Background: an optimization exercise with open tools, aiming at small area. Do not read the settings as production practice. RTL that was checked went through simulation tests only; none was proved equivalent to the original. No functional check of the RTL was part of run 6. Power is estimated from default activity; no workload was simulated.

==> flow/design.v <==
`default_nettype none
package swarq_pkg;
	localparam int WINDOW_SLOTS = 32;
	localparam int MAX_PAYLOAD  = 1400;
	localparam int MAX_RESULTS  = 32;
	localparam int SLOT_W  = $clog2(WINDOW_SLOTS);
	localparam int CNT_W   = $clog2(WINDOW_SLOTS + 1);
	localparam int RES_W   = $clog2(MAX_RESULTS);
	localparam int SEQ_W   = 16;
	localparam int SIZE_W  = 11;
	localparam int MAP_W   = 32;
	localparam int TOTAL_W = 32;
	localparam int KIND_W  = 2;
	localparam int OKIND_W = 3;
	localparam logic [KIND_W-1:0] KIND_SEND    = 2'd0;
	localparam logic [KIND_W-1:0] KIND_ACK     = 2'd1;
	localparam logic [KIND_W-1:0] KIND_FINISH  = 2'd2;
	localparam logic [KIND_W-1:0] KIND_TIMEOUT = 2'd3;
	localparam logic [OKIND_W-1:0] OUT_TX       = 3'd0;
	localparam logic [OKIND_W-1:0] OUT_RETX     = 3'd1;
	localparam logic [OKIND_W-1:0] OUT_REFUSED  = 3'd2;
	localparam logic [OKIND_W-1:0] OUT_FINISHED = 3'd3;
	localparam logic [OKIND_W-1:0] OUT_STATUS   = 3'd4;
endpackage
`default_nettype wire
`default_nettype none
module swarq_ram #(
	parameter int WIDTH = 11,
	parameter int DEPTH = 32
) (
	input  wire logic             clk,
	input  wire logic             we,
	input  wire logic [WIDTH-1:0] wdata,
	output logic      [WIDTH-1:0] rdata,
	output logic      [WIDTH-1:0] rdata_d1
);
	logic [WIDTH-1:0] ring [DEPTH];
	always_ff @(posedge clk) begin
		ring[0] <= we ? wdata : ring[DEPTH-1];
		for (int k = 1; k < DEPTH; k++) begin
			ring[k] <= ring[k-1];
		end
	end
	assign rdata    = ring[0];
	assign rdata_d1 = ring[1];
endmodule
`default_nettype wire
`default_nettype none
module sliding_window_arq_sender (
	input  wire logic                             clk,
	input  wire logic                             arst_n,
	input  wire logic                             start,
	output logic                                  busy,
	input  wire logic [swarq_pkg::KIND_W-1:0]     kind,
	input  wire logic [swarq_pkg::SIZE_W-1:0]     payload_size,
	input  wire logic [swarq_pkg::SEQ_W-1:0]      ack_seq,
	input  wire logic [swarq_pkg::MAP_W-1:0]      received_map,
	output logic                                  result_valid,
	output logic      [swarq_pkg::OKIND_W-1:0]    out_kind,
	output logic      [swarq_pkg::SEQ_W-1:0]      out_seq,
	output logic      [swarq_pkg::SIZE_W-1:0]     out_size,
	output logic      [swarq_pkg::TOTAL_W-1:0]    delivered_bytes,
	output logic                                  last
);
	localparam int SW = swarq_pkg::SLOT_W;
	localparam int CW = swarq_pkg::CNT_W;
	localparam logic [2:0] S_TX   = 3'(swarq_pkg::OUT_TX);
	localparam logic [2:0] S_PB   = 3'(swarq_pkg::OUT_RETX);      
	localparam logic [2:0] S_REF  = 3'(swarq_pkg::OUT_REFUSED);
	localparam logic [2:0] S_FIN  = 3'(swarq_pkg::OUT_FINISHED);
	localparam logic [2:0] S_STAT = 3'(swarq_pkg::OUT_STATUS);
	localparam logic [2:0] S_IDLE = 3'd5;
	localparam logic [2:0] S_RET  = 3'd6;                          
	localparam logic [2:0] S_PA   = 3'd7;                          
	logic [2:0]                    state_q;
	logic [swarq_pkg::SEQ_W-1:0]   base_q;
	logic [CW-1:0]                 count_q;
	logic [swarq_pkg::TOTAL_W-1:0] total_q;
	logic                          fin_q;
	logic [SW-1:0]                 pos_q;
	logic [swarq_pkg::MAP_W-1:0]   map_q;
	logic                          is_ack_q;
	logic [CW-1:0]                 aux_q;
	logic                          any_q;
	logic                          accept;
	logic                          refuse;
	logic [swarq_pkg::SEQ_W-1:0]   ahead;
	logic [CW-1:0]                 pops;
	logic                          cand;
	logic                          ret;
	logic                          ret_q;
	logic [swarq_pkg::SIZE_W-1:0]  tap_d1;
	logic                          we;
	logic [swarq_pkg::SIZE_W-1:0]  tap;
	logic [swarq_pkg::TOTAL_W:0]   sum;
	logic [CW-1:0]                 seq_off;
	assign busy   = (state_q != S_IDLE) || (SW'(pos_q + 1'b1) != count_q[SW-1:0]);
	assign accept = start && !busy;
	assign refuse = count_q[CW-1] || (payload_size > swarq_pkg::SIZE_W'(swarq_pkg::MAX_PAYLOAD));
	assign ahead  = ack_seq - base_q;
	assign pops   = ahead[swarq_pkg::SEQ_W-1] ? '0 :
		{(ahead[swarq_pkg::SEQ_W-2:SW] != '0), ahead[SW-1:0]};
	assign we     = accept && !fin_q && (kind == swarq_pkg::KIND_SEND) && !refuse;
	assign cand   = (count_q[CW-1] || (pos_q < count_q[SW-1:0])) && !(is_ack_q && map_q[pos_q]);
	assign ret    = (state_q == S_RET) && (pos_q == '0) && (aux_q != '0) && (count_q != '0);
	assign sum    = {1'b0, total_q} + {{(swarq_pkg::TOTAL_W + 1 - swarq_pkg::SIZE_W){1'b0}},
		(ret_q ? tap_d1 : swarq_pkg::SIZE_W'(0))};
	swarq_ram #(
		.WIDTH(swarq_pkg::SIZE_W),
		.DEPTH(swarq_pkg::WINDOW_SLOTS)
	) u_size_ring (
		.clk     (clk),
		.we      (we),
		.wdata   (payload_size),
		.rdata   (tap),
		.rdata_d1(tap_d1)
	);
	always_ff @(posedge clk or negedge arst_n) begin
		if (!arst_n) begin
			pos_q   <= '0;
			base_q  <= '0;
			count_q <= '0;
			total_q <= '0;
			ret_q   <= 1'b0;
		end else begin
			ret_q   <= ret;
			pos_q   <= pos_q + SW'(!ret);
			base_q  <= base_q + swarq_pkg::SEQ_W'(ret);
			total_q <= sum[swarq_pkg::TOTAL_W] ? '1 : sum[swarq_pkg::TOTAL_W-1:0];
			if (we) begin
				count_q <= count_q + 1'b1;
			end else if (ret) begin
				count_q <= count_q - 1'b1;
			end
		end
	end
	always_ff @(posedge clk or negedge arst_n) begin
		if (!arst_n) begin
			state_q <= S_IDLE;
			fin_q   <= 1'b0;
		end else begin
			case (state_q)
				S_IDLE: begin
					if (accept) begin
						if (fin_q || (kind == swarq_pkg::KIND_FINISH)) begin
							fin_q   <= 1'b1;
							state_q <= S_FIN;
						end else if (kind == swarq_pkg::KIND_SEND) begin
							state_q <= refuse ? S_REF : S_TX;
						end else begin
							state_q <= S_RET;
						end
					end
				end
				S_RET: begin
					if (((aux_q == '0) || (count_q == '0)) && (pos_q == '1)) begin
						state_q <= S_PA;
					end
				end
				S_PA: begin
					if (pos_q == '1) begin
						if (any_q || cand) begin
							state_q <= S_PB;
						end else begin
							state_q <= is_ack_q ? S_STAT : S_IDLE;
						end
					end
				end
				S_PB: begin
					if (cand && (pos_q == aux_q[SW-1:0])) begin
						state_q <= S_IDLE;
					end
				end
				default: begin
					state_q <= S_IDLE;
				end
			endcase
		end
	end
	always_ff @(posedge clk) begin
		if (accept) begin
			map_q    <= received_map;
			is_ack_q <= (kind == swarq_pkg::KIND_ACK);
			aux_q    <= (kind == swarq_pkg::KIND_ACK) ? pops : '0;
			any_q    <= 1'b0;
		end else if (ret) begin
			aux_q <= aux_q - 1'b1;
		end else if ((state_q == S_PA) && cand) begin
			any_q            <= 1'b1;
			aux_q[SW-1:0]    <= pos_q;
		end
	end
	always_comb begin
		seq_off = {1'b0, pos_q};
		if ((state_q == S_FIN) || (state_q == S_STAT)) begin
			seq_off = '0;
		end else if (state_q == S_REF) begin
			seq_off = {count_q[CW-1], pos_q};
		end
	end
	assign result_valid    = (state_q == S_TX) || (state_q == S_REF) || (state_q == S_FIN) ||
		(state_q == S_STAT) || ((state_q == S_PB) && cand);
	assign out_kind        = state_q;
	assign out_seq         = base_q + swarq_pkg::SEQ_W'(seq_off);
	assign out_size        = ((state_q == S_TX) || (state_q == S_PB)) ? tap : '0;
	assign delivered_bytes = total_q;
	assign last            = (state_q != S_PB) || (pos_q == aux_q[SW-1:0]);
endmodule
`default_nettype wire
==> flow/flow/run.sh <==
#!/bin/bash
# The standard ORFS layout with these changes:
#  - synthesis maps logic with an area-oriented ABC script (flow/abc.script, with a 60 s
#    &deepsyn restructuring pass) and without the
#    half/full-adder cell mapping and the Kogge-Stone carry lookahead (registers unchanged);
#  - port buffers use the smallest buffer cell;
#  - the clock tree uses small clock buffers and no dummy loads.
# ORFS's own output goes to standard.log; each step's log is under orfs/logs/.
set -euo pipefail
work=$(pwd)
sd=$work/scripts_abc
rm -rf "$sd"
mkdir -p "$sd"
for f in "$FLOW_HOME"/scripts/*; do ln -s "$f" "$sd/"; done
rm "$sd/abc_speed.script"
cp flow/abc.script "$sd/abc_speed.script"
bash standard.sh "SCRIPTS_DIR=$sd" "ADDER_MAP_FILE=" "SYNTH_OPERATIONS_ARGS=-nofsm" \
	"BUFFER_PORTS_ARGS=-buffer_cell sky130_fd_sc_hd__buf_1" \
	"CTS_ARGS=-sink_clustering_enable -repair_clock_nets -dont_use_dummy_load -buf_list sky130_fd_sc_hd__clkbuf_4 -sink_clustering_size 10 -sink_clustering_max_diameter 40" \
	finish > standard.log 2>&1
==> flow/flow/abc.script <==
strash
ifraig
scorr
dc2
dretime
strash
&get -n
&deepsyn -T 60
&dch -f
&nf -R 1000
&put
==> flow/standard.sh <==
#!/bin/bash
# synth_recipe.tcl (not shown) runs the flow's synth.tcl, then flattens the netlist and writes it again
# the make line also repeats each setting of config.mk as NAME=value (left out here)
make -C /OpenROAD-flow-scripts/flow DESIGN_CONFIG=/design/flow/config.mk WORK_HOME=/design/flow/orfs CLKGATE_MAP_FILE= SYNTH_SCRIPT=/design/flow/synth_recipe.tcl "${@:-finish}"
==> flow/config.mk <==
export PLATFORM = sky130hd
export DESIGN_NAME = sliding_window_arq_sender
export DESIGN_NICKNAME = sliding_window_arq_sender
export VERILOG_FILES = /design/flow/design.v
export SDC_FILE = /design/flow/constraint.sdc
export NUM_CORES = 4
export LEC_CHECK = 0
export CAP_MARGIN = 20
export CORE_MARGIN = 2
export CORE_UTILIZATION = 60
export SLEW_MARGIN = 20
==> flow/constraint.sdc <==
create_clock -name core_clock -period 7.0 [get_ports {clk}]
set_input_delay 1.4000 -clock core_clock [delete_from_list [all_inputs] [get_ports {clk}]]
set_output_delay 1.4000 -clock core_clock [all_outputs]
set_load 0.01 [all_outputs]
==> results of run 1 <==
==> stage by stage <==
stage          hold slack (ps)  TNS, ps  utilization (%)  setup WS, ps  area, sq um
2_1_floorplan            309.6        0                -         47.32        12630
3_3_place_gp             309.9        0            65.00         12.04        13530
3_5_place_dp             312.1    -1310            65.00        -113.6        13530
4_1_cts                  275.0        0            67.16         2.305        13980
5_1_grt                  283.1   -28.69            67.32        -28.69        14020
6_report                 293.3        0            67.36         474.1        14030
==> worst max-delay path, delay by kind of cell (launching register included) <==
family	cells	cell delay, ps
flip-flops	1	400
AO/OA/AOI/OAI	6	920
adder cells (fa/ha/maj)	6	2270
buffers and inverters	1	60
AND/OR/NAND/NOR	17	2700
==> layout make-up <==
class,instances,area (sq um),area share [%]
Sequential cell,456,9842,70.17
Multi-Input combinational cell,440,2748,19.59
Timing Repair Buffer,140,571.8,4.077
Clock buffer,56,420.4,2.997
Tap cell,275,344.1,2.453
Inverter,24,90.09,0.6423
Antenna cell,4,10.01,0.07136
==> flip-flops by register name, indices dropped and copies added (netlist names) <==
| name | cells |
|---|---|
| any_q | 1 |
| aux_q | 6 |
| base_q | 16 |
| count_q | 6 |
| fin_q | 1 |
| is_ack_q | 1 |
| map_q | 32 |
| pos_q | 5 |
| ret_q | 1 |
| state_q | 3 |
| total_q | 32 |
| u_size_ring.ring | 352 |
==> kinds of logic (layout without fill, tap and decap cells) <==
logic type	after synthesis	count (layout)
flops	456	456
simple gates	211	213
compound gates	129	129
xor+xnor	78	78
buf+inv	24	220
mux	11	11
fa+ha+maj	9	9
other cells	0	4
==> routing by layer <==
metal	up-vias	wire length, microns	global-route usage, %
li1	3493	-	-
met1	3242	10100	27.08
met2	150	9499	29.65
met3	27	1217	5.229
met4	0	330	6.762
met5	-	0	0
==> timing repair <==
action	in CTS	in global routing
setup endpoints to repair	30	33
pin swaps	1	4
endpoints found under the hold margin	0	0
gates resized for setup	3	14
buffers inserted	0	1
cloned	2	0
==> worst min path at each step <==
stage	start	to	cells past startpoint
CTS	u_size_ring.ring[9][9]$_DFF_P_	u_size_ring.ring[10][9]$_DFF_P_	0
finish	u_size_ring.ring[4][9]$_DFF_P_	u_size_ring.ring[5][9]$_DFF_P_	0
detailed placement	u_size_ring.ring[14][4]$_DFF_P_	u_size_ring.ring[15][4]$_DFF_P_	0
global placement	u_size_ring.ring[29][10]$_DFF_P_	u_size_ring.ring[30][10]$_DFF_P_	0
global route	u_size_ring.ring[7][0]$_DFF_P_	u_size_ring.ring[8][0]$_DFF_P_	0
floorplan	u_size_ring.ring[9][0]$_DFF_P_	u_size_ring.ring[10][0]$_DFF_P_	0
==> cells in the final DEF (no fill, tap or decap), drive strengths merged, types with 15 or more instances in the layout <==
cell type / count
o22ai: 16
nand2: 59
clkbuf: 56
nor2: 57
edfxtp: 39
dfxtp: 353
buf: 140
o21ai: 38
nand2b: 15
clkinv: 23
xnor2: 57
and2: 16
dfrtp: 62
nand3: 18
a21oi: 33
xor2: 21
==> power by group <==
| group | switching (uW) | internal, uW | total, uW |
|---|---|---|---|
| registers | 19.1 | 2650 | 2660 |
| logic | 92.1 | 56.2 | 148 |
| clock network | 730 | 367 | 1100 |
==> impl_metrics.ini, run 1 <==
[logic_synthesis]
synth_area_leaders = dfxtp_1, dfrtp_1, edfxtp_1
ys_top_cells_by_count = dfxtp_1, dfrtp_1, nand2_1, nor2_1, xnor2_1
synthCells = 918
synth-simple-area-share_pct = 7.995
postSynth.asyncResetShare_pct = 14.04
yosysWarnings = 3
synth_compound_area_share_pct = 6.150
synth_area_sq_mm = 0.01261
avgSynthCellArea_sq_um = 13.74
synth.most_common_cell = dfxtp_1
synth-xor-area-share_pct = 5.416
synth_top_area_cell = dfxtp_1
synth_edf_count = 39
seq_area_frac_synth_pct = 78.03
syn-num-nets = 982
synth_flop_cell = dfxtp_1
ys_ff_latch = 456
muxShareOfSynthArea_pct = 0.9820
synth_top_family_by_area = simple AND/OR/NAND/NOR gates
synth_top_area_share_pct = 56.03
synthAdderAreaFrac_pct = 0.7142
synthDistinctLibCells = 42

[critical_path]
r2r-end = total_q[30]$_DFF_PN0_
reg2reg_depth = 30
rr_startpoint = total_q[0]$_DFF_PN0_
cp-endpoint = total_q[30]$_DFF_PN0_
critPathMaxStageDelay_ps = 400
cp_max_fo = 6
crit_path_end_kind = register
startpoint_type = register
crit_slowest_cell = dfrtp_1
critical_path.startpoint = total_q[0]$_DFF_PN0_
setup.worst_path.class = reg2reg
crit_path_frequent_cell = maj3_1
r2r_setup_slack_ps = 470
cp.arrival_ps = 7010
crit_required_ps = 7490

[sta]
relSlewSlack_pct = 42.96
clock-skew-final_ps = 99.87
hold_viol_final = 0
fin_crit_sh_pct = 93.23
setup_viol = 0
tightest_slew_ps = 855.5
clock.fmax_ghz = 0.1532
post-route-min-period_ps = 6526
maxSlewViolCount = 0

[detailed_routing]
via_per_inst = 4.955
drtPass1Iterations = 4
ant_nets = 0
vias = 6912
drtIter0Drc = 266
wl_per_cell_microns = 15.16
remaining_drc_errors = 0
wl_microns = 21150

[cts]
cts_max_level = 2
clk_pin_slew_worst_paths_ps = 90
tritoncts = built
ctsHoldBuffers = 0
clk_path_buf_depth = 3
cts_made_buffers = 56
clockRootBuffer = clkbuf_4
cts.sink_count = 456
clk_latency_ps = 690

[layout]
synthToLayoutAreaGrowth_pct = 11.20
finalNonFillerCells = 1395
drive_gt1_share_pct = 7.348
num-nets-final = 1182
num-fill-cells = 1620

[die]
die_h_microns = 149.0
start_util_pct = 60.58
core-area_sq_mm = 0.02082
dieWidth_microns = 149.0
rows = 53
dieArea_sq_mm = 0.02220
io_pins = 129

[grt]
grt_pass1_vias = 6855
globalRouteOverflowTotal = 0
grt.total_usage_pct = 19.42
grt_max_degree = 65
antenna_found_initial = 1
grt_pass1_wl_microns = 33890

[place]
dp.cells = 1332
gp_congestion = 0.8417
dp_hpwl_microns = 13610
port_buffers = 128

[pwr]
power_uw = 3909
ir_worst_vdd_mv = 0.1990
p_leak_uw = 0.005633
power_density_mw_per_mm2 = 278.7

[flow_run]
drv_cap = 0

[status]
status = finished clean

[min_path]
holdCritPathClass = reg2reg
==> run 2, diff against run 1 <==
--- a/flow/design.v
+++ b/flow/design.v
@@ -92,7 +92,10 @@
 	logic [swarq_pkg::SIZE_W-1:0]  tap_d1;
 	logic                          we;
 	logic [swarq_pkg::SIZE_W-1:0]  tap;
-	logic [swarq_pkg::TOTAL_W:0]   sum;
+	localparam int LO_W = swarq_pkg::SIZE_W;
+	logic [LO_W:0]                 lo_sum;
+	logic                          carry_q;
+	logic                          sat;
 	logic [CW-1:0]                 seq_off;
 	assign busy   = (state_q != S_IDLE) || (SW'(pos_q + 1'b1) != count_q[SW-1:0]);
 	assign accept = start && !busy;
@@ -103,8 +106,8 @@
 	assign we     = accept && !fin_q && (kind == swarq_pkg::KIND_SEND) && !refuse;
 	assign cand   = (count_q[CW-1] || (pos_q < count_q[SW-1:0])) && !(is_ack_q && map_q[pos_q]);
 	assign ret    = (state_q == S_RET) && (pos_q == '0) && (aux_q != '0) && (count_q != '0);
-	assign sum    = {1'b0, total_q} + {{(swarq_pkg::TOTAL_W + 1 - swarq_pkg::SIZE_W){1'b0}},
-		(ret_q ? tap_d1 : swarq_pkg::SIZE_W'(0))};
+	assign lo_sum = {1'b0, total_q[LO_W-1:0]} + {1'b0, (ret_q ? tap_d1 : swarq_pkg::SIZE_W'(0))};
+	assign sat    = carry_q && (&total_q[swarq_pkg::TOTAL_W-1:LO_W]);
 	swarq_ram #(
 		.WIDTH(swarq_pkg::SIZE_W),
 		.DEPTH(swarq_pkg::WINDOW_SLOTS)
@@ -122,11 +125,18 @@
 			count_q <= '0;
 			total_q <= '0;
 			ret_q   <= 1'b0;
+			carry_q <= 1'b0;
 		end else begin
 			ret_q   <= ret;
 			pos_q   <= pos_q + SW'(!ret);
 			base_q  <= base_q + swarq_pkg::SEQ_W'(ret);
-			total_q <= sum[swarq_pkg::TOTAL_W] ? '1 : sum[swarq_pkg::TOTAL_W-1:0];
+			carry_q <= lo_sum[LO_W];
+			if (sat) begin
+				total_q <= '1;
+			end else begin
+				total_q <= {total_q[swarq_pkg::TOTAL_W-1:LO_W] + (swarq_pkg::TOTAL_W - LO_W)'(carry_q),
+					lo_sum[LO_W-1:0]};
+			end
 			if (we) begin
 				count_q <= count_q + 1'b1;
 			end else if (ret) begin
--- a/flow/config.mk
+++ b/flow/config.mk
@@ -7,5 +7,5 @@
 export LEC_CHECK = 0
 export CAP_MARGIN = 20
 export CORE_MARGIN = 2
-export CORE_UTILIZATION = 60
+export CORE_UTILIZATION = 70
 export SLEW_MARGIN = 20
==> run 2 against run 1 <==
- hold slack worse by 18 ps
- total power up 13%
- first-iteration DRC count increased by 37%
- flip-flop and latch count is 1 higher
- critical endpoint is now out_seq[15]
- largest cell class unchanged
==> impl_metrics.ini, run 2 <==
[sta]
hold_ws_ps = 275.4
clock-skew-final_ps = 71.22
maxSlewViolCount = 0
fin_crit_sh_pct = 88.29
clock.fmax_ghz = 0.1618
tightest_slew_ps = 879.0
setup_viol = 0
rsz0062_at_grt = false
post-route-min-period_ps = 6180
setup_tns_ps = 0
setup_ws_ps = 819.6
relSlewSlack_pct = 41.40
hold_viol_final = 0

[min_path]
holdCritPathClass = reg2reg
worstHoldStart = u_size_ring.ring[13][9]$_DFF_P_

[detailed_routing]
wl_per_cell_microns = 15.81
vias = 6971
ant_nets = 0
drtPass1Iterations = 4
via_per_inst = 5.253
wl_microns = 20980
drtIter0Drc = 364
remaining_drc_errors = 0

[logic_synthesis]
synth.most_common_cell = dfxtp_1
avgSynthCellArea_sq_um = 13.84
synth_top_area_share_pct = 56.00
synth_edf_count = 39
ys_ff_latch = 457
synth_area_sq_mm = 0.01262
syn-num-nets = 976
yosysWarnings = 3
seq_area_frac_synth_pct = 78.19
ys_top_cells_by_count = dfxtp_1, dfrtp_1, xnor2_1, nand2_1, nor2_1
synth_area_leaders = dfxtp_1, dfrtp_1, edfxtp_1
synthDistinctLibCells = 42
synthCells = 912
postSynth.asyncResetShare_pct = 14.22
synth_top_area_cell = dfxtp_1
synth_flop_cell = dfxtp_1

[grt]
use_met1_pct = 32.16
globalRouteOverflowTotal = 0
met3_usage_pct = 4.849
grt.total_usage_pct = 22.28
antenna_found_initial = 2
grt_pass1_vias = 7016
grt_max_degree = 66
busiest_layer = met2
grt_pass1_wl_microns = 34180
grt_use_met2_pct = 33.95

[critical_path]
cp_max_fo = 10
path_buf_inv = 1
critPathMaxStageDelay_ps = 480
cp_cell_sequence = and2_0 > a21oi_1 > nor2_1 > maj3_1 > maj3_1 > o21ai_0 > a21oi_1 > a21oi_1 > maj3_1 > and3_1 > and2_0 > nand3_1 > nor2_1 > nand4_1 > xnor2_1 > buf_1
critical_path.startpoint = pos_q[0]$_DFF_PN0_
crit_path_end_kind = output pin
crit_required_ps = 5600
cp.arrival_ps = 4780
crit_slowest_cell = dfrtp_1
startpoint_type = register
rr_startpoint = ret_q$_DFF_PN0_
setup.worst_path.class = reg2out
critical_path.top_delay_family = simple AND/OR/NAND/NOR gates

[pwr]
pwr-share-seq_pct = 63.8
p_switching_uw = 1159
internal-power_uw = 3278
p_leak_uw = 0.005580
sw_frac_of_total_pct = 26.13
ir_worst_vdd_mv = 0.2095
power_density_mw_per_mm2 = 320.9
share_comb_of_total_power_pct = 11.8
p_clk_share_pct = 24.3

[place]
dp_slack_ps = 1504
dp_hpwl_microns = 13860
port_buffers = 128
gp_congestion = 0.8478

[layout]
final_common_cell = dfxtp_1
num-fill-cells = 1129
largest_register_ff_count = 352
top_register = u_size_ring.ring
final_util_pct = 77.49
num-nets-final = 1163
drive_gt1_share_pct = 5.652
mostFrequentLayoutCells = dfxtp_1, buf_1, dfrtp_1
top_regs = u_size_ring.ring x352, map_q x32, total_q x32
synthToLayoutAreaGrowth_pct = 9.558

[die]
rows = 49
start_util_pct = 70.73
dieWidth_microns = 138.3
dieArea_sq_mm = 0.01912
core-area_sq_mm = 0.01784
io_pins = 129
die_h_microns = 138.3

[cts]
clk_pin_slew_worst_paths_ps = 100
post_cts_buffers = 0
cts_resized = 0
clockRootBuffer = clkbuf_4
cts_made_buffers = 54
cts.sink_count = 457
clk_path_buf_depth = 3
tritoncts = built
ctsHoldBuffers = 0
clk_latency_ps = 660
cts_max_level = 2

[status]
status = finished clean

[flow_run]
drv_cap = 0
## run 2: cell types whose count changed after synthesis, sizes merged, moves of 4 or more
cell,before,now
and3,6,11
nand2,59,54
nand2b,15,9
o21a,5,1
clkinv,24,20
a21oi,33,28
o21ai,38,46
nand3,16,21
a21o,5,13
## run 2: metal layers
metal  vias to the layer above  wire (microns)  part of all wire (%)
met1                      3274            9836                    47
met2                       204            9621                    46
met3                        32            1150                   5.5
met5                         -               0                     0
met4                         0             376                   1.8
li1                       3461               -                     -
## run 2: final cells by class
type                            count  area (sq um)  area share, %
Sequential cell                   457          9867          71.37
Multi-Input combinational cell    435          2685          19.42
Timing Repair Buffer              131         504.2          3.647
Clock buffer                       54         405.4          2.932
Tap cell                          229         286.5          2.072
Inverter                           20         75.07         0.5430
Antenna cell                        1         2.502        0.01810
## run 2: path summary, 6_finish.rpt
| path | to | slack [ps] | cells after the start |
|---|---|---|---|
| hold reg to reg | u_size_ring.ring[14][9]$_DFF_P_ | 280 | 0 |
| hold / removal | u_size_ring.ring[14][9]$_DFF_P_ | 280 | 0 |
| setup / recovery | out_seq[15] | 820 | 16 |
| setup reg to reg | total_q[10]$_DFF_PN0_ | 2000 | 15 |
| min in group asynchronous | pos_q[4]$_DFF_PN0_ | 920 | 2 |
| max in group asynchronous | base_q[10]$_DFF_PN0_ | 5420 | 2 |
## run 2: worst register-to-register path: stages (launching register included)
cell	delay, ps
dfrtp_1	520
and3_1	230
a21o_1	170
a21boi_0	260
nor2b_1	200
nor2_1	90
maj3_1	400
maj3_1	400
maj3_1	410
maj3_1	410
maj3_1	400
maj3_1	410
maj3_1	380
and2_0	190
or3_1	300
nand3_1	80
## run 2: power by group through the flow
| stage | Combinational [uW] | Clock, uW | Sequential (uW) |
|---|---|---|---|
| 2_1_floorplan | 378 | 0 | 2850 |
| 3_3_place_gp | 515 | 0 | 2880 |
| 3_5_place_dp | 520 | 0 | 2890 |
| 4_1_cts | 524 | 1120 | 2830 |
| 5_1_grt | 590 | 1220 | 2840 |
| 6_report | 525 | 1080 | 2830 |
## run 2: metrics by stage
step | total power, uW | cell area, sq um | instances
finish | 4437 | 13830 | 1327
global route | 4653 | 13830 | 1327
CTS | 4470 | 13820 | 1326
detailed placement | 3406 | 13410 | 1272
global placement | 3397 | 13410 | 1272
floorplan | 3229 | 12620 | 912
## run 2: cell families after synthesis
| kind of cell | count (synthesis) | synth area share (%) |
|---|---|---|
| flops | 457 | 78.19 |
| simple gates | 206 | 7.852 |
| compound gates | 133 | 6.385 |
| xor+xnor | 75 | 5.205 |
| buf+inv | 20 | 0.5949 |
| mux | 11 | 0.9816 |
| fa+ha+maj | 10 | 0.7932 |
==> run 3, diff against run 2 <==
--- a/flow/config.mk
+++ b/flow/config.mk
@@ -7,5 +7,6 @@
 export LEC_CHECK = 0
 export CAP_MARGIN = 20
 export CORE_MARGIN = 2
-export CORE_UTILIZATION = 70
+export CORE_UTILIZATION = 60
+export PLACE_DENSITY = 0.9
 export SLEW_MARGIN = 20
==> run 3 against run 2 <==
- still clean on timing, DRC and antenna
- final cell count grew 3.5%
- total power grew 0.31%
- register-to-register slack gained 70 ps
- synthesized cell count stayed put
- fmax fell by 0.34%
- hold slack better by 7.7 ps
- core utilization decreased by 11 points
- via count rose by 1.6%
- combinational power about the same
- flip-flop and latch count unchanged
- critical endpoint unchanged
- largest cell class unchanged
==> impl_metrics.ini, run 3 <==
[critical_path]
cp_max_fo = 10
reg2reg_depth = 15
crit_required_ps = 5600
setup.worst_path.class = reg2out
cp.arrival_ps = 4800
crit_path_end_kind = output pin
startpoint_type = register

[sta]
rsz0062_at_grt = false
hold_viol_final = 0
relSlewSlack_pct = 42.29
tightest_slew_ps = 865.7
post-route-min-period_ps = 6202
clock.fmax_ghz = 0.1612
clock-skew-final_ps = 76.39
fin_crit_sh_pct = 88.60
setup_viol = 0
maxSlewViolCount = 0
setup_tns_ps = 0

[place]
port_buffers = 128
gp_congestion = 0.8819
dp_hpwl_microns = 14480
dpl_cell_area_sq_mm = 0.01347

[pwr]
p_switching_uw = 1167
p_clk_share_pct = 24.6
share_comb_of_total_power_pct = 11.8
pwr-share-seq_pct = 63.5
p_leak_uw = 0.005585
internal-power_uw = 3284
ir_worst_vdd_mv = 0.1771
power_density_mw_per_mm2 = 320.5
sw_frac_of_total_pct = 26.21

[detailed_routing]
wl_microns = 21640
ant_nets = 0
vias = 7080
remaining_drc_errors = 0
highest-signal-layer = met4
wl_met1_microns = 9730
drtIter0Drc = 521
drtPass1Iterations = 5
wl_per_cell_microns = 15.75
via_per_inst = 5.153
route.met2.wl_microns = 10250
routed-wl-met3_microns = 1178

[logic_synthesis]
ys_top_cells_by_count = dfxtp_1, dfrtp_1, xnor2_1, nand2_1, nor2_1
synth_area_sq_mm = 0.01262
synth_top_area_share_pct = 56.00
synth_edf_count = 39
seq_area_frac_synth_pct = 78.19
ys_ff_latch = 457
synthDistinctLibCells = 42
synth.most_common_cell = dfxtp_1
synth_top_area_cell = dfxtp_1
synthCells = 912
avgSynthCellArea_sq_um = 13.84
synth_flop_cell = dfxtp_1
syn-num-nets = 976
yosysWarnings = 3
postSynth.asyncResetShare_pct = 14.22
synth_area_leaders = dfxtp_1, dfrtp_1, edfxtp_1

[cts]
clockRootBuffer = clkbuf_4
clk_latency_ps = 700
tritoncts = built
cts.sink_count = 457
cts_made_buffers = 55
post_cts_buffers = 0
clk_path_buf_depth = 3
cts_max_level = 2
cts_resized = 0
clk_pin_slew_worst_paths_ps = 100
ctsHoldBuffers = 0

[grt]
globalRouteOverflowTotal = 0
antenna_found_initial = 1
grt_pass1_wl_microns = 34700
grt.total_usage_pct = 19.78
grt_pass1_vias = 7135
grt_max_degree = 66

[layout]
seq_area_sq_mm = 0.009867
num-fill-cells = 1506
drive_gt1_share_pct = 5.647
synthToLayoutAreaGrowth_pct = 10.05
mostFrequentLayoutCells = dfxtp_1, buf_1, dfrtp_1
largest_register_ff_count = 352
top_regs = u_size_ring.ring x352, map_q x32, total_q x32
top_register = u_size_ring.ring
multiInputGateArea_sq_mm = 0.002683
num-nets-final = 1164
fin_area_sq_mm = 0.01389
final_common_cell = dfxtp_1

[flow_run]
drv_cap = 0

[die]
io_pins = 129
rows = 53
die_h_microns = 149.0
start_util_pct = 60.61
dieArea_sq_mm = 0.02221
dieWidth_microns = 149.0
core-area_sq_mm = 0.02082

[min_path]
whs_path_depth = 0
holdCritPathClass = reg2reg

[status]
status = finished clean
==> run 3: cell counts after synthesis <==
No cell type changed its count.
==> run 3: metal layers <==
metal	GRT usage (%)	vias up
li1	-	3458
met1	26.35	3380
met2	31.94	198
met3	4.740	44
met4	7.143	0
met5	0	-
==> run 3: cell families (layout without fill, tap and decap cells) <==
kind of cell	Yosys count	after routing	share of synthesized area [%]
compound gates	133	133	6.385
xor+xnor	75	75	5.205
fa+ha+maj	10	10	0.7932
buf+inv	20	206	0.5949
flops	457	457	78.19
mux	11	11	0.9816
other cells	0	1	0
simple gates	206	206	7.852
==> run 3: worst max-delay path, stage by stage, from the launching register on <==
cell	delay [ps]
dfrtp_1	490
and2_0	380
a21oi_1	220
nor2_1	80
maj3_1	410
maj3_1	380
o21ai_0	230
a21oi_1	100
a21oi_1	260
maj3_1	260
and3_1	230
and2_0	260
nand3_1	150
nor2_1	240
nand4_1	160
xnor2_1	170
buf_1	160
==> run 3: metrics by stage <==
stage / utilization [%] / hold WS, ps / setup slack (ps) / cells / total power [uW]
6_report: 66.70 / 283.2 / 798.2 / 1374 / 4451
3_5_place_dp: 64.68 / 312.1 / 1471 / 1318 / 3403
2_1_floorplan: - / 309.6 / 1965 / 912 / 3229
3_3_place_gp: 64.68 / 310.4 / 1656 / 1318 / 3387
4_1_cts: 66.66 / 268.8 / 729.8 / 1373 / 4489
5_1_grt: 66.70 / 265.0 / 307.6 / 1374 / 4671
==> run 3: worst paths after layout <==
kind,start,to,slack (ps)
min reg2reg,u_size_ring.ring[30][10]$_DFF_P_,u_size_ring.ring[31][10]$_DFF_P_,280
max reg2reg,ret_q$_DFF_PN0_,total_q[10]$_DFF_PN0_,2070
max in group asynchronous,arst_n,total_q[24]$_DFF_PN0_,5450
max,pos_q[0]$_DFF_PN0_,out_seq[15],800
min,u_size_ring.ring[30][10]$_DFF_P_,u_size_ring.ring[31][10]$_DFF_P_,280
min in group asynchronous,arst_n,pos_q[0]$_DFF_PN0_,930
==> run 3: power by group through the flow <==
stage / Combinational [uW] / Clock, uW / Sequential, uW
floorplan: 378 / 0 / 2850
global placement: 509 / 0 / 2880
detailed placement: 521 / 0 / 2880
CTS: 525 / 1140 / 2820
global route: 584 / 1250 / 2840
finish: 527 / 1100 / 2830
==> run 3: final cells by class <==
class	instances	share of cell area (%)
clock buffers	55	2.973
flip-flops and latches	457	71.05
well taps	275	2.477
inverters	20	0.5405
multi-input cells	435	19.32
repair buffers	131	3.631
diodes	1	0.01802
==> run 4, diff against run 3 <==
--- a/flow/config.mk
+++ b/flow/config.mk
@@ -8,5 +8,4 @@
 export CAP_MARGIN = 20
 export CORE_MARGIN = 2
 export CORE_UTILIZATION = 60
-export PLACE_DENSITY = 0.9
 export SLEW_MARGIN = 20
==> run 4 against run 3 <==
- synthesized area stayed put
- critical path type unchanged
- sequential share of layout area hardly changed
- highest routed layer unchanged
- non-clock buffer count unchanged
- fmax is 1.9% lower
==> impl_metrics.ini, run 4 <==
[status]
status = finished clean

[critical_path]
critPathMaxStageDelay_ps = 510
crit_required_ps = 5600
startpoint_type = register
setup.worst_path.class = reg2out
cp_max_fo = 13
crit_path_frequent_cell = nand3_1
critical_path.top_delay_family = simple AND/OR/NAND/NOR gates
crit_path_end_kind = output pin
cp_cell_sequence = and2_0 > o2bb2ai_1 > maj3_1 > maj3_1 > o21ai_0 > a21oi_1 > and2_0 > nor3_1 > a41oi_1 > nor2b_1 > nand3_1 > nor2_1 > nand3_1 > nor2_1 > nand3_1 > xnor2_1 > buf_1
cp.arrival_ps = 4920
path_buf_inv = 1
crit_slowest_cell = dfrtp_1

[logic_synthesis]
synth-simple-area-share_pct = 7.962
synth_edf_count = 39
ys_top_cells_by_count = dfxtp_1, dfrtp_1, nand2_1, xnor2_1, nor2_1
synth_flop_cell = dfxtp_1
yosysWarnings = 3
synthDistinctLibCells = 44
synthCells = 912
synth.most_common_cell = dfxtp_1
synth-xor-area-share_pct = 4.997
muxShareOfSynthArea_pct = 0.9816
syn-num-nets = 976
seq_area_frac_synth_pct = 78.19
avgSynthCellArea_sq_um = 13.84
synthAdderAreaFrac_pct = 0.7932
synth_top_area_share_pct = 56.00
synth_compound_area_share_pct = 6.336
synth_top_area_cell = dfxtp_1
postSynth.asyncResetShare_pct = 14.22
synth_area_leaders = dfxtp_1, dfrtp_1, edfxtp_1
ys_ff_latch = 457
synth_area_sq_mm = 0.01262
synth_top_family_by_area = simple AND/OR/NAND/NOR gates

[layout]
seq_area_sq_mm = 0.009867
largest_register_ff_count = 352
top_register = u_size_ring.ring
num-fill-cells = 1612
synthToLayoutAreaGrowth_pct = 10.01
top_regs = u_size_ring.ring x352, map_q x32, total_q x32
final_util_pct = 66.67
final_common_cell = dfxtp_1
mostFrequentLayoutCells = dfxtp_1, buf_1, dfrtp_1
multiInputGateArea_sq_mm = 0.002664
num-nets-final = 1163
drive_gt1_share_pct = 5.561

[cts]
tritoncts = built
cts.sink_count = 457
post_cts_buffers = 0
cts_resized = 0
ctsHoldBuffers = 0
clk_pin_slew_worst_paths_ps = 100
cts_made_buffers = 54
clockRootBuffer = clkbuf_4
clk_path_buf_depth = 3
clk_latency_ps = 680
cts_max_level = 2

[flow_run]
drv_cap = 0

[sta]
clock.fmax_ghz = 0.1581
tightest_slew_ps = 900.3
post-route-min-period_ps = 6324
setup_viol = 0
relSlewSlack_pct = 39.98
clock-skew-final_ps = 98.14
maxSlewViolCount = 0
rsz0062_at_grt = false
fin_crit_sh_pct = 90.35
setup_tns_ps = 0
hold_viol_final = 0

[pwr]
p_leak_uw = 0.005525
power_uw = 4438
ir_worst_vdd_mv = 0.1813
power_density_mw_per_mm2 = 319.7

[die]
core-area_sq_mm = 0.02082
dieArea_sq_mm = 0.02221
rows = 53
start_util_pct = 60.61
die_h_microns = 149.0
io_pins = 129
dieWidth_microns = 149.0

[grt]
grt_pass1_vias = 6660
grt.total_usage_pct = 19.08
grt_pass1_wl_microns = 33520
antenna_found_initial = 2
grt_max_degree = 66
globalRouteOverflowTotal = 0

[detailed_routing]
remaining_drc_errors = 0
vias = 6903
drtIter0Drc = 277
wl_per_cell_microns = 15.28
drtPass1Iterations = 5
ant_nets = 0
wl_microns = 21000
via_per_inst = 5.024

[place]
gp_congestion = 0.8725
dp_hpwl_microns = 13670
port_buffers = 128

[min_path]
holdCritPathClass = reg2reg
## run 4: cell types whose count changed after synthesis, sizes merged, moves of 4 or more
cell | previous run | this run
a21o | 13 | 7
and3 | 11 | 7
clkinv | 20 | 25
nor2 | 54 | 47
o21ai | 46 | 42
## run 4: final timing paths
| kind | endpoint | slack, ps | depth (start not counted) | startpoint |
|---|---|---|---|---|
| worst max-delay path | out_seq[15] | 680 | 17 | pos_q[0]$_DFF_PN0_ |
| worst min-delay path | u_size_ring.ring[5][8]$_DFF_P_ | 260 | 0 | u_size_ring.ring[4][8]$_DFF_P_ |
| worst max register to register | total_q[10]$_DFF_PN0_ | 1890 | 18 | ret_q$_DFF_PN0_ |
| worst min register to register | u_size_ring.ring[5][8]$_DFF_P_ | 260 | 0 | u_size_ring.ring[4][8]$_DFF_P_ |
| max in group asynchronous | base_q[14]$_DFF_PN0_ | 5410 | 2 | arst_n |
| min in group asynchronous | count_q[1]$_DFFE_PN0P_ | 920 | 2 | arst_n |
## run 4: logic make-up after synthesis
group | count (synthesis)
muxes | 11
xor gates and xnor gates | 72
and+or+nand+nor | 206
buffers and inverters | 25
DFF | 457
adders and majority gates | 10
AOI/OAI and AO/OA | 131
## run 4: layout make-up
cell class	instances	area share (%)
multi-input cells	430	19.19
inverters	25	0.6759
well taps	275	2.478
clock buffers	54	2.920
flip-flops and latches	457	71.07
repair buffers	131	3.632
diodes	2	0.03605
## run 4: power breakdown
group	switching (uW)	internal (uW)	total (uW)	leakage (uW)
Clock	726	355	1080	0.000248
Sequential	117	2710	2820	0.00406
Combinational	314	220	534	0.00121
## run 4: per-stage QoR
stage          setup slack (ps)  area, sq um  hold slack [ps]  instances
4_1_cts                   615.8        13870            253.1       1372
5_1_grt                   155.6        13880            275.7       1374
3_5_place_dp               1359        13470            312.1       1318
2_1_floorplan              1928        12620            309.6        912
6_report                  675.6        13880            263.0       1374
3_3_place_gp               1493        13470            309.7       1318
## run 4: layer usage
metal	track usage [%]	vias to the layer above	routed length [microns]
li1	-	3471	-
met1	27.25	3230	10070
met2	28.62	164	9220
met3	4.985	38	1223
met4	6.571	0	480
met5	0	-	0
==> run 5, diff against run 4 <==
--- a/flow/flow/run.sh
+++ b/flow/flow/run.sh
@@ -16,5 +16,5 @@
 cp flow/abc.script "$sd/abc_speed.script"
 bash standard.sh "SCRIPTS_DIR=$sd" "ADDER_MAP_FILE=" "SYNTH_OPERATIONS_ARGS=-nofsm" \
 	"BUFFER_PORTS_ARGS=-buffer_cell sky130_fd_sc_hd__buf_1" \
-	"CTS_ARGS=-sink_clustering_enable -repair_clock_nets -dont_use_dummy_load -buf_list sky130_fd_sc_hd__clkbuf_4 -sink_clustering_size 10 -sink_clustering_max_diameter 40" \
+	"CTS_ARGS=-sink_clustering_enable -repair_clock_nets -dont_use_dummy_load -buf_list sky130_fd_sc_hd__clkbuf_4 -sink_clustering_size 12 -sink_clustering_max_diameter 30" \
 	finish > standard.log 2>&1
--- a/flow/config.mk
+++ b/flow/config.mk
@@ -8,4 +8,5 @@
 export CAP_MARGIN = 20
 export CORE_MARGIN = 2
 export CORE_UTILIZATION = 60
+export PLACE_DENSITY = 0.9
 export SLEW_MARGIN = 20
==> run 5 against run 4 <==
- total power grew 1.1%
- fmax grew 1.9%
- first-iteration DRC count grew 51%
- core utilization grew 0.24 points
- critical path type unchanged
- still clean
- global-route usage grew 0.53 points
- worst setup slack gained 120 ps
==> impl_metrics.ini, run 5 <==
[critical_path]
rr_startpoint = ret_q$_DFF_PN0_
setup.worst_path.class = reg2out
crit_required_ps = 5600
crit_path_end_kind = output pin
cp_max_fo = 10
startpoint_type = register
r2r-end = total_q[10]$_DFF_PN0_
cp.arrival_ps = 4800
r2r_setup_slack_ps = 2070
reg2reg_depth = 15

[logic_synthesis]
ys_ff_latch = 457
synthCells = 912
syn-num-nets = 976
synth.most_common_cell = dfxtp_1
muxShareOfSynthArea_pct = 0.9816
synth_compound_area_share_pct = 6.385
avgSynthCellArea_sq_um = 13.84
synth-xor-area-share_pct = 5.205
synth_top_area_cell = dfxtp_1
synth_top_family_by_area = simple AND/OR/NAND/NOR gates
yosysWarnings = 3
postSynth.asyncResetShare_pct = 14.22
ys_top_cells_by_count = dfxtp_1, dfrtp_1, xnor2_1, nand2_1, nor2_1
synth_area_sq_mm = 0.01262
synth_area_leaders = dfxtp_1, dfrtp_1, edfxtp_1
synthDistinctLibCells = 42
synth_top_area_share_pct = 56.00
seq_area_frac_synth_pct = 78.19
synth_flop_cell = dfxtp_1
synth_edf_count = 39
synthAdderAreaFrac_pct = 0.7932
synth-simple-area-share_pct = 7.852

[die]
start_util_pct = 60.61
io_pins = 129
rows = 53
dieArea_sq_mm = 0.02221
dieWidth_microns = 149.0
core-area_sq_mm = 0.02082
die_h_microns = 149.0

[sta]
maxSlewViolCount = 0
relSlewSlack_pct = 42.91
post-route-min-period_ps = 6205
rsz0062_at_grt = false
setup_viol = 0
fin_crit_sh_pct = 88.64
clock-skew-final_ps = 89.87
setup_ws_ps = 795.1
hold_viol_final = 0
clock.fmax_ghz = 0.1612
setup_tns_ps = 0
tightest_slew_ps = 856.4

[pwr]
power_density_mw_per_mm2 = 321.9
ir_worst_vdd_mv = 0.1301
p_leak_uw = 0.005612
power_uw = 4485

[detailed_routing]
wl_per_cell_microns = 15.50
remaining_drc_errors = 0
wl_microns = 21390
via_per_inst = 5.141
drtIter0Drc = 417
ant_nets = 0
vias = 7095
drtPass1Iterations = 5

[cts]
clk_path_buf_depth = 3
clk_pin_slew_worst_paths_ps = 110
tritoncts = built
cts.sink_count = 457
cts_max_level = 2
clockRootBuffer = clkbuf_4
ctsHoldBuffers = 0
post_cts_buffers = 0
clk_latency_ps = 710
cts_made_buffers = 61
cts_resized = 0

[layout]
top_regs = u_size_ring.ring x352, map_q x32, total_q x32
largest_register_ff_count = 352
num-nets-final = 1170
synthToLayoutAreaGrowth_pct = 10.41
final_common_cell = dfxtp_1
mostFrequentLayoutCells = dfxtp_1, buf_1, dfrtp_1
final_util_pct = 66.92
drive_gt1_share_pct = 6.159
finalNonFillerCells = 1380
top_register = u_size_ring.ring

[flow_run]
drv_cap = 0

[grt]
globalRouteOverflowTotal = 0
grt.total_usage_pct = 19.61
grt_pass1_vias = 7151
grt_max_degree = 66
antenna_found_initial = 1
grt_pass1_wl_microns = 34420

[min_path]
whs_path_depth = 0
holdCritPathClass = reg2reg
worstHoldStart = u_size_ring.ring[6][5]$_DFF_P_
hold_end = u_size_ring.ring[7][5]$_DFF_P_

[place]
dp_slack_ps = 1471
gp_congestion = 0.8819
dp_hpwl_microns = 14480
port_buffers = 128
dp.cells = 1318

[status]
status = finished clean
## run 5: cell count changes in the layout (fill, tap and decap cells not counted), sizes merged, moves of 4 or more
cell,before,now
clkinv,25,20
a21o,7,13
and3,7,11
o21ai,42,46
nor2,47,54
clkbuf,54,61
## run 5: cell families after synthesis
| family | count (synthesis) |
|---|---|
| mux | 11 |
| flops | 457 |
| compound gates | 133 |
| xor+xnor | 75 |
| buf+inv | 20 |
| fa+ha+maj | 10 |
| simple gates | 206 |
## run 5: metal layers
metal  share of wire [%]  global-route usage (%)  vias to the layer above  routed length, microns
met4                 2.6                   8.333                        0                     547
met1                  44                   25.65                     3369                    9491
met2                  47                   31.71                      196                   10160
met3                 5.6                   4.557                       48                    1192
met5                   0                       0                        -                       0
li1                    -                       -                     3482                       -
## run 5: area by class of cell
class | count | area [sq um]
antenna | 1 | 2.502
multi-input combinational | 435 | 2683
timing repair buffer | 131 | 504.2
inverter | 20 | 75.07
fill | 1509 | 6889
tap | 275 | 344.1
sequential | 457 | 9867
clock buffer | 61 | 457.9
## run 5: worst max-delay path by stage
stage / startpoint / end / slack (ps) / cells past startpoint
after floorplan: pos_q[0]$_DFF_PN0_ / out_seq[15] / 1960 / 15
after global placement: pos_q[0]$_DFF_PN0_ / out_seq[15] / 1660 / 16
after detailed placement: pos_q[0]$_DFF_PN0_ / out_seq[15] / 1470 / 16
after CTS: pos_q[0]$_DFF_PN0_ / out_seq[15] / 740 / 16
after global routing: pos_q[1]$_DFF_PN0_ / out_seq[15] / 320 / 16
final: pos_q[0]$_DFF_PN0_ / out_seq[15] / 800 / 16
## run 5: critical path: stages, from the launching register on
cell,delay [ps]
dfrtp_1,480
and2_0,380
a21oi_1,220
nor2_1,80
maj3_1,410
maj3_1,380
o21ai_0,230
a21oi_1,100
a21oi_1,260
maj3_1,270
and3_1,220
and2_0,260
nand3_1,150
nor2_1,240
nand4_1,160
xnor2_1,160
buf_1,160
## run 5: power by group
group	switching, uW	internal [uW]
logic	313	213
clock network	731	397
registers	120	2710
## run 5: per-stage QoR
stage	hold slack [ps]	cell area, sq um
2_1_floorplan	309.6	12620
3_5_place_dp	312.1	13470
3_3_place_gp	310.4	13470
5_1_grt	282.1	13930
4_1_cts	270.0	13930
6_report	281.8	13930
==> run 6, diff against run 5 <==
--- a/flow/design.v
+++ b/flow/design.v
@@ -31,8 +31,7 @@
 	input  wire logic             clk,
 	input  wire logic             we,
 	input  wire logic [WIDTH-1:0] wdata,
-	output logic      [WIDTH-1:0] rdata,
-	output logic      [WIDTH-1:0] rdata_d1
+	output logic      [WIDTH-1:0] rdata
 );
 	logic [WIDTH-1:0] ring [DEPTH];
 	always_ff @(posedge clk) begin
@@ -41,8 +40,7 @@
 			ring[k] <= ring[k-1];
 		end
 	end
-	assign rdata    = ring[0];
-	assign rdata_d1 = ring[1];
+	assign rdata = ring[0];
 endmodule
 `default_nettype wire
 `default_nettype none
@@ -88,8 +86,6 @@
 	logic [CW-1:0]                 pops;
 	logic                          cand;
 	logic                          ret;
-	logic                          ret_q;
-	logic [swarq_pkg::SIZE_W-1:0]  tap_d1;
 	logic                          we;
 	logic [swarq_pkg::SIZE_W-1:0]  tap;
 	localparam int LO_W = swarq_pkg::SIZE_W;
@@ -106,7 +102,7 @@
 	assign we     = accept && !fin_q && (kind == swarq_pkg::KIND_SEND) && !refuse;
 	assign cand   = (count_q[CW-1] || (pos_q < count_q[SW-1:0])) && !(is_ack_q && map_q[pos_q]);
 	assign ret    = (state_q == S_RET) && (pos_q == '0) && (aux_q != '0) && (count_q != '0);
-	assign lo_sum = {1'b0, total_q[LO_W-1:0]} + {1'b0, (ret_q ? tap_d1 : swarq_pkg::SIZE_W'(0))};
+	assign lo_sum = {1'b0, total_q[LO_W-1:0]} + {1'b0, (ret ? tap : swarq_pkg::SIZE_W'(0))};
 	assign sat    = carry_q && (&total_q[swarq_pkg::TOTAL_W-1:LO_W]);
 	swarq_ram #(
 		.WIDTH(swarq_pkg::SIZE_W),
@@ -115,8 +111,7 @@
 		.clk     (clk),
 		.we      (we),
 		.wdata   (payload_size),
-		.rdata   (tap),
-		.rdata_d1(tap_d1)
+		.rdata   (tap)
 	);
 	always_ff @(posedge clk or negedge arst_n) begin
 		if (!arst_n) begin
@@ -124,10 +119,8 @@
 			base_q  <= '0;
 			count_q <= '0;
 			total_q <= '0;
-			ret_q   <= 1'b0;
 			carry_q <= 1'b0;
 		end else begin
-			ret_q   <= ret;
 			pos_q   <= pos_q + SW'(!ret);
 			base_q  <= base_q + swarq_pkg::SEQ_W'(ret);
 			carry_q <= lo_sum[LO_W];
--- a/flow/flow/run.sh
+++ b/flow/flow/run.sh
@@ -16,5 +16,5 @@
 cp flow/abc.script "$sd/abc_speed.script"
 bash standard.sh "SCRIPTS_DIR=$sd" "ADDER_MAP_FILE=" "SYNTH_OPERATIONS_ARGS=-nofsm" \
 	"BUFFER_PORTS_ARGS=-buffer_cell sky130_fd_sc_hd__buf_1" \
-	"CTS_ARGS=-sink_clustering_enable -repair_clock_nets -dont_use_dummy_load -buf_list sky130_fd_sc_hd__clkbuf_4 -sink_clustering_size 12 -sink_clustering_max_diameter 30" \
+	"CTS_ARGS=-sink_clustering_enable -repair_clock_nets -dont_use_dummy_load -buf_list sky130_fd_sc_hd__clkbuf_4 -sink_clustering_size 10 -sink_clustering_max_diameter 40" \
 	finish > standard.log 2>&1
--- a/flow/config.mk
+++ b/flow/config.mk
@@ -8,5 +8,4 @@
 export CAP_MARGIN = 20
 export CORE_MARGIN = 2
 export CORE_UTILIZATION = 60
-export PLACE_DENSITY = 0.9
 export SLEW_MARGIN = 20
==> run 6 against run 5 <==
- clock skew fell by 2.7 ps
- still clean on timing, DRC and antenna
- cell area is essentially flat
- synthesized cell count rose by 1.4%
- worst setup slack improved by 240 ps
- final cell count increased by 0.65%
- synthesized area up 0.16%
==> impl_metrics.ini, run 6 <==
[status]
status = finished clean

[sta]
hold_ws_ps = 292.1
tightest_slew_ps = 978.8
setup_viol = 0
rsz0062_at_grt = false
setup_ws_ps = 1037
clock-skew-final_ps = 87.14
fin_crit_sh_pct = 85.19
post-route-min-period_ps = 5963
relSlewSlack_pct = 34.50
maxSlewViolCount = 0
hold_viol_final = 0
setup_tns_ps = 0
clock.fmax_ghz = 0.1677

[logic_synthesis]
synth.most_common_cell = dfxtp_1
synth-simple-area-share_pct = 8.375
synth_top_area_cell = dfxtp_1
synth_flop_cell = dfxtp_1
synthAdderAreaFrac_pct = 0.7127
ys_ff_latch = 456
seq_area_frac_synth_pct = 77.87
synth_top_family_by_area = simple AND/OR/NAND/NOR gates
yosysWarnings = 3
synth_area_sq_mm = 0.01264
synth_area_leaders = dfxtp_1, dfrtp_1, edfxtp_1
avgSynthCellArea_sq_um = 13.66
postSynth.asyncResetShare_pct = 14.04
synthDistinctLibCells = 46
synth_top_area_share_pct = 55.91
syn-num-nets = 989
synthCells = 925
ys_top_cells_by_count = dfxtp_1, nand2_1, dfrtp_1, xnor2_1, nor2_1
synth-xor-area-share_pct = 5.197
synth_edf_count = 39
synth_compound_area_share_pct = 6.157
muxShareOfSynthArea_pct = 0.9800

[layout]
top_regs = u_size_ring.ring x352, map_q x32, total_q x32
mostFrequentLayoutCells = dfxtp_1, buf_1, nand2_1
drive_gt1_share_pct = 5.665
num-nets-final = 1178
final_common_cell = dfxtp_1
synthToLayoutAreaGrowth_pct = 10.15
top_register = u_size_ring.ring
largest_register_ff_count = 352
finalNonFillerCells = 1389

[critical_path]
critical_path.top_delay_family = simple AND/OR/NAND/NOR gates
cp_cell_sequence = clkinv_1 > nor2_1 > a21oi_1 > nor2_1 > maj3_1 > o21ai_0 > a21oi_1 > and2_0 > or3_1 > a21oi_1 > o211ai_1 > clkinv_1 > and3_1 > and2_0 > and3_1 > nand4_1 > xnor2_1 > buf_1
crit_path_frequent_cell = a21oi_1
setup.worst_path.class = reg2out
crit_slowest_cell = dfrtp_1
path_buf_inv = 3
startpoint_type = register
cp_max_fo = 6
crit_path_end_kind = output pin
crit_required_ps = 5600
cp.arrival_ps = 4560
critPathMaxStageDelay_ps = 450

[pwr]
sw_frac_of_total_pct = 19.75
p_switching_uw = 739.9
internal-power_uw = 3006
p_clk_share_pct = 28.8
pwr-share-seq_pct = 70.3
share_comb_of_total_power_pct = 0.9
ir_worst_vdd_mv = 0.1968
p_leak_uw = 0.005565
power_density_mw_per_mm2 = 269.1

[die]
core-area_sq_mm = 0.02082
dieArea_sq_mm = 0.02224
rows = 53
io_pins = 129
dieWidth_microns = 149.1
start_util_pct = 60.70
die_h_microns = 149.1

[cts]
cts_made_buffers = 55
cts_resized = 0
tritoncts = built
ctsHoldBuffers = 0
clk_pin_slew_worst_paths_ps = 90
cts_max_level = 2
cts.sink_count = 456
clockRootBuffer = clkbuf_4
clk_path_buf_depth = 3
clk_latency_ps = 670
post_cts_buffers = 0

[place]
dp.cells = 1332
dp_hpwl_microns = 13260
port_buffers = 128
dp_slack_ps = 1714
gp_congestion = 0.8710

[detailed_routing]
remaining_drc_errors = 0
drtPass1Iterations = 6
route.met2.wl_microns = 8939
wl_per_cell_microns = 14.78
vias = 6914
ant_nets = 0
highest-signal-layer = met4
wl_met1_microns = 9874
drtIter0Drc = 288
routed-wl-met3_microns = 1214
wl_microns = 20520
via_per_inst = 4.978

[grt]
globalRouteOverflowTotal = 0
grt_pass1_vias = 6697
grt_pass1_wl_microns = 33300
grt.total_usage_pct = 18.87
antenna_found_initial = 1
grt_max_degree = 65

[flow_run]
drv_cap = 0

[min_path]
holdCritPathClass = reg2reg
[run 6: power by group through the flow]
stage                     logic, uW  clock network, uW  registers, uW
after floorplan                10.1                  0           2690
after global placement         35.9                  0           2690
after detailed placement       36.0                  0           2690
after CTS                      36.4               1140           2630
after global routing           40.4               1240           2630
final                          35.2               1080           2630
[run 6: logic make-up after synthesis]
logic type      after synthesis
fa+ha+maj                     9
compound gates              129
buf+inv                      24
mux                          11
simple gates                221
flops                       456
xor+xnor                     75
[run 6: stage by stage]
step | instance area (sq um) | utilization [%] | power [uW]
3_5_place_dp | 13500 | 64.85 | 2727
4_1_cts | 13920 | 66.84 | 3804
3_3_place_gp | 13500 | 64.85 | 2727
2_1_floorplan | 12640 | - | 2701
6_report | 13920 | 66.86 | 3746
5_1_grt | 13920 | 66.86 | 3916
[run 6: cell type report]
cell class / instances / area (sq um)
Sequential cell: 456 / 9842
Multi-Input combinational cell: 445 / 2714
Timing Repair Buffer: 132 / 514.2
Inverter: 24 / 90.09
Tap cell: 275 / 344.1
Fill cell: 1612 / 6900
Clock buffer: 55 / 412.9
Antenna cell: 2 / 5.005
[run 6: worst paths after layout]
path / start / end / slack, ps / cells after the start
min reg2reg: u_size_ring.ring[19][7]$_DFF_P_ / u_size_ring.ring[20][7]$_DFF_P_ / 290 / 0
min in group asynchronous: arst_n / base_q[3]$_DFF_PN0_ / 890 / 1
max reg2reg: total_q[0]$_DFF_PN0_ / total_q[10]$_DFF_PN0_ / 2390 / 17
min: u_size_ring.ring[19][7]$_DFF_P_ / u_size_ring.ring[20][7]$_DFF_P_ / 290 / 0
max in group asynchronous: arst_n / base_q[11]$_DFF_PN0_ / 5440 / 1
max: pos_q[1]$_DFF_PN0_ / out_seq[15] / 1040 / 18
[run 6: layer usage]
layer / vias up / track usage, %
li1: 3486 / -
met1: 3227 / 27.26
met2: 154 / 28.48
met3: 47 / 4.281
met4: 0 / 6.381
met5: - / 0
==> run 7, diff against run 6 <==
--- a/flow/design.v
+++ b/flow/design.v
@@ -79,7 +79,7 @@
 	logic [swarq_pkg::MAP_W-1:0]   map_q;
 	logic                          is_ack_q;
 	logic [CW-1:0]                 aux_q;
-	logic                          any_q;
+	logic                          any;
 	logic                          accept;
 	logic                          refuse;
 	logic [swarq_pkg::SEQ_W-1:0]   ahead;
@@ -102,6 +102,7 @@
 	assign we     = accept && !fin_q && (kind == swarq_pkg::KIND_SEND) && !refuse;
 	assign cand   = (count_q[CW-1] || (pos_q < count_q[SW-1:0])) && !(is_ack_q && map_q[pos_q]);
 	assign ret    = (state_q == S_RET) && (pos_q == '0) && (aux_q != '0) && (count_q != '0);
+	assign any    = aux_q[CW-1] && (count_q != '0);
 	assign lo_sum = {1'b0, total_q[LO_W-1:0]} + {1'b0, (ret ? tap : swarq_pkg::SIZE_W'(0))};
 	assign sat    = carry_q && (&total_q[swarq_pkg::TOTAL_W-1:LO_W]);
 	swarq_ram #(
@@ -162,7 +163,7 @@
 				end
 				S_PA: begin
 					if (pos_q == '1) begin
-						if (any_q || cand) begin
+						if (any || cand) begin
 							state_q <= S_PB;
 						end else begin
 							state_q <= is_ack_q ? S_STAT : S_IDLE;
@@ -185,12 +186,10 @@
 			map_q    <= received_map;
 			is_ack_q <= (kind == swarq_pkg::KIND_ACK);
 			aux_q    <= (kind == swarq_pkg::KIND_ACK) ? pops : '0;
-			any_q    <= 1'b0;
 		end else if (ret) begin
 			aux_q <= aux_q - 1'b1;
 		end else if ((state_q == S_PA) && cand) begin
-			any_q            <= 1'b1;
-			aux_q[SW-1:0]    <= pos_q;
+			aux_q <= {1'b1, pos_q};
 		end
 	end
 	always_comb begin
==> run 7 against run 6 <==
- still clean
- register-to-register slack better by 30 ps
- cell area did not move
- total power rose by 3.3%
- first-iteration DRC count grew 6.9%
- via count increased by 0.17%
==> impl_metrics.ini, run 7 <==
[detailed_routing]
wl_microns = 20910
remaining_drc_errors = 0
vias = 6926
wl_per_cell_microns = 15.17
drtIter0Drc = 308
via_per_inst = 5.026
ant_nets = 0
drtPass1Iterations = 5

[critical_path]
cp.arrival_ps = 5200
crit_required_ps = 5600
path_buf_inv = 2
critPathMaxStageDelay_ps = 560
setup.worst_path.class = reg2out
crit_slowest_cell = dfrtp_1
crit_path_end_kind = output pin
startpoint_type = register
cp_cell_sequence = nor2_1 > buf_4 > or3_1 > nand3_1 > a22oi_1 > maj3_1 > maj3_1 > o21ai_1 > a21oi_1 > and2_0 > nor3_1 > a41oi_1 > nor2b_2 > nand3_1 > nor3_4 > and3_1 > nand3_1 > xnor2_1 > buf_1
critical_path.top_delay_family = simple AND/OR/NAND/NOR gates
crit_path_frequent_cell = nand3_1
cp_max_fo = 14

[logic_synthesis]
synthDistinctLibCells = 45
synth_top_area_cell = dfxtp_1
synth-xor-area-share_pct = 5.346
muxShareOfSynthArea_pct = 1.061
synthAdderAreaFrac_pct = 0.7141
synth-simple-area-share_pct = 8.361
synth_top_family_by_area = simple AND/OR/NAND/NOR gates
synth_area_leaders = dfxtp_1, dfrtp_1, edfxtp_1
synth_edf_count = 39
synth.most_common_cell = dfxtp_1
ys_top_cells_by_count = dfxtp_1, dfrtp_1, nand2_1, xnor2_1, o21ai_0
synthCells = 913
ys_ff_latch = 455
syn-num-nets = 977
synth_flop_cell = dfxtp_1
seq_area_frac_synth_pct = 77.85
avgSynthCellArea_sq_um = 13.82
postSynth.asyncResetShare_pct = 14.07
synth_top_area_share_pct = 55.86
synth_compound_area_share_pct = 6.070
synth_area_sq_mm = 0.01262
yosysWarnings = 3

[grt]
grt.total_usage_pct = 19.20
antenna_found_initial = 2
grt_pass1_vias = 6572
globalRouteOverflowTotal = 0
grt_pass1_wl_microns = 33550
grt_max_degree = 65

[cts]
post_cts_buffers = 0
cts.sink_count = 455
clk_latency_ps = 690
cts_made_buffers = 54
clockRootBuffer = clkbuf_4
cts_resized = 0
tritoncts = built
cts_max_level = 2
ctsHoldBuffers = 0
clk_pin_slew_worst_paths_ps = 100
clk_path_buf_depth = 3

[sta]
rsz0062_at_grt = false
setup_tns_ps = 0
setup_viol = 0
hold_ws_ps = 259.0
relSlewSlack_pct = 40.25
clock-skew-final_ps = 87.26
fin_crit_sh_pct = 94.33
clock.fmax_ghz = 0.1514
post-route-min-period_ps = 6603
tightest_slew_ps = 886.9
maxSlewViolCount = 0
hold_viol_final = 0

[layout]
drive_gt1_share_pct = 6.085
multiInputGateArea_sq_mm = 0.002744
top_register = u_size_ring.ring
synthToLayoutAreaGrowth_pct = 10.35
mostFrequentLayoutCells = dfxtp_1, buf_1, dfrtp_1
seq_area_sq_mm = 0.009822
final_common_cell = dfxtp_1
num-fill-cells = 1606
largest_register_ff_count = 352
top_regs = u_size_ring.ring x352, map_q x32, total_q x32
num-nets-final = 1167

[die]
rows = 53
io_pins = 129
dieWidth_microns = 149.0
start_util_pct = 60.59
dieArea_sq_mm = 0.02220
core-area_sq_mm = 0.02082
die_h_microns = 149.0

[place]
gp_congestion = 0.8610
port_buffers = 128
dp_hpwl_microns = 13660

[min_path]
holdCritPathClass = reg2reg

[flow_run]
drv_cap = 0

[pwr]
p_leak_uw = 0.005558
power_density_mw_per_mm2 = 277.9
ir_worst_vdd_mv = 0.2273

[status]
status = finished clean
-- run 7: path summary, 6_finish.rpt --
| path | from | endpoint | cells after the start | slack, ps |
|---|---|---|---|---|
| setup / recovery | state_q[1]$_DFFE_PN0P_ | out_seq[15] | 19 | 400 |
| hold / removal | u_size_ring.ring[18][9]$_DFF_P_ | u_size_ring.ring[19][9]$_DFF_P_ | 0 | 260 |
| setup reg to reg | u_size_ring.ring[0][0]$_DFF_P_ | total_q[10]$_DFF_PN0_ | 18 | 2420 |
| hold reg to reg | u_size_ring.ring[18][9]$_DFF_P_ | u_size_ring.ring[19][9]$_DFF_P_ | 0 | 260 |
| max in group asynchronous | arst_n | total_q[28]$_DFF_PN0_ | 2 | 5450 |
| min in group asynchronous | arst_n | total_q[8]$_DFF_PN0_ | 2 | 910 |
-- run 7: report_power, final --
group | internal (uW) | total [uW] | switching, uW
combinational | 54.2 | 151 | 96.8
clock | 354 | 1070 | 719
sequential | 2640 | 2650 | 9.52
total | 3040 | 3870 | 825
-- run 7: routing by layer --
layer  track usage, %  vias up  share of wire, %
met5                0        -                 0
met4            6.810        0               2.5
met3            4.190       47               5.9
met2            27.51      187                42
met1            29.04     3227                49
li1                 -     3465                 -
-- run 7: stage by stage --
step	power (uW)	cell area, sq um	setup slack [ps]	instances	utilization, %
global route	4058	13920	32.85	1378	66.86
CTS	3923	13900	13.23	1376	66.75
finish	3869	13920	396.9	1378	66.86
global placement	2854	13490	902.5	1322	64.80
detailed placement	2855	13490	738.5	1322	64.80
floorplan	2786	12620	1148	913	-
-- run 7: final cells by class --
class	count	share of cell area, %
sequential	455	70.55
multi-input combinational	438	19.71
timing repair buffer	134	3.784
clock buffer	54	2.912
tap	275	2.471
inverter	20	0.5392
antenna	2	0.03595
-- run 7: kinds of logic after synthesis --
family / count (synthesis)
flops: 455
simple gates: 214
compound gates: 126
xor+xnor: 77
buf+inv: 20
mux: 12
fa+ha+maj: 9

port drivers added, routing unchanged:
In the flow no input, the clock included, has a driving cell. The finished layouts below were timed again as built, in two steps. Step 1 assumes that a clkbuf_16 drives the clock port and a buf_2 every other input. Step 2 adds t to the input delays and takes it off the output delays; t is the mean of the earliest and latest rising clock arrival at the registers after step 1. Input paths then give back, and output paths get back, about the clock's delay inside the block. Three values: no drivers, after step 1, after step 2; two values: the first two.
run | t (ns) | slack for setup (ns) | hold slack, ns | slew at the worst register clock pin (ns) | worst slew at a driven data input, ns
run 1 | 0.686 | 0.474 / 0.474 / 0.474 | 0.293 / 0.293 / 0.293 | 0.11 / 0.11 | 0.04
run 2 | 0.670 | 0.820 / 0.779 / 1.449 | 0.275 / 0.275 / 0.275 | 0.11 / 0.11 | 0.07
run 3 | 0.692 | 0.798 / 0.755 / 1.446 | 0.283 / 0.283 / 0.283 | 0.11 / 0.11 | 0.06
run 4 | 0.677 | 0.676 / 0.636 / 1.313 | 0.263 / 0.263 / 0.263 | 0.10 / 0.10 | 0.09
run 5 | 0.699 | 0.795 / 0.753 / 1.452 | 0.282 / 0.282 / 0.282 | 0.12 / 0.12 | 0.06
run 6 | 0.668 | 1.037 / 0.997 / 1.665 | 0.292 / 0.292 / 0.292 | 0.10 / 0.10 | 0.05
run 7 | 0.686 | 0.397 / 0.356 / 1.042 | 0.259 / 0.259 / 0.259 | 0.10 / 0.10 | 0.08
After both steps every run listed still meets setup and hold.
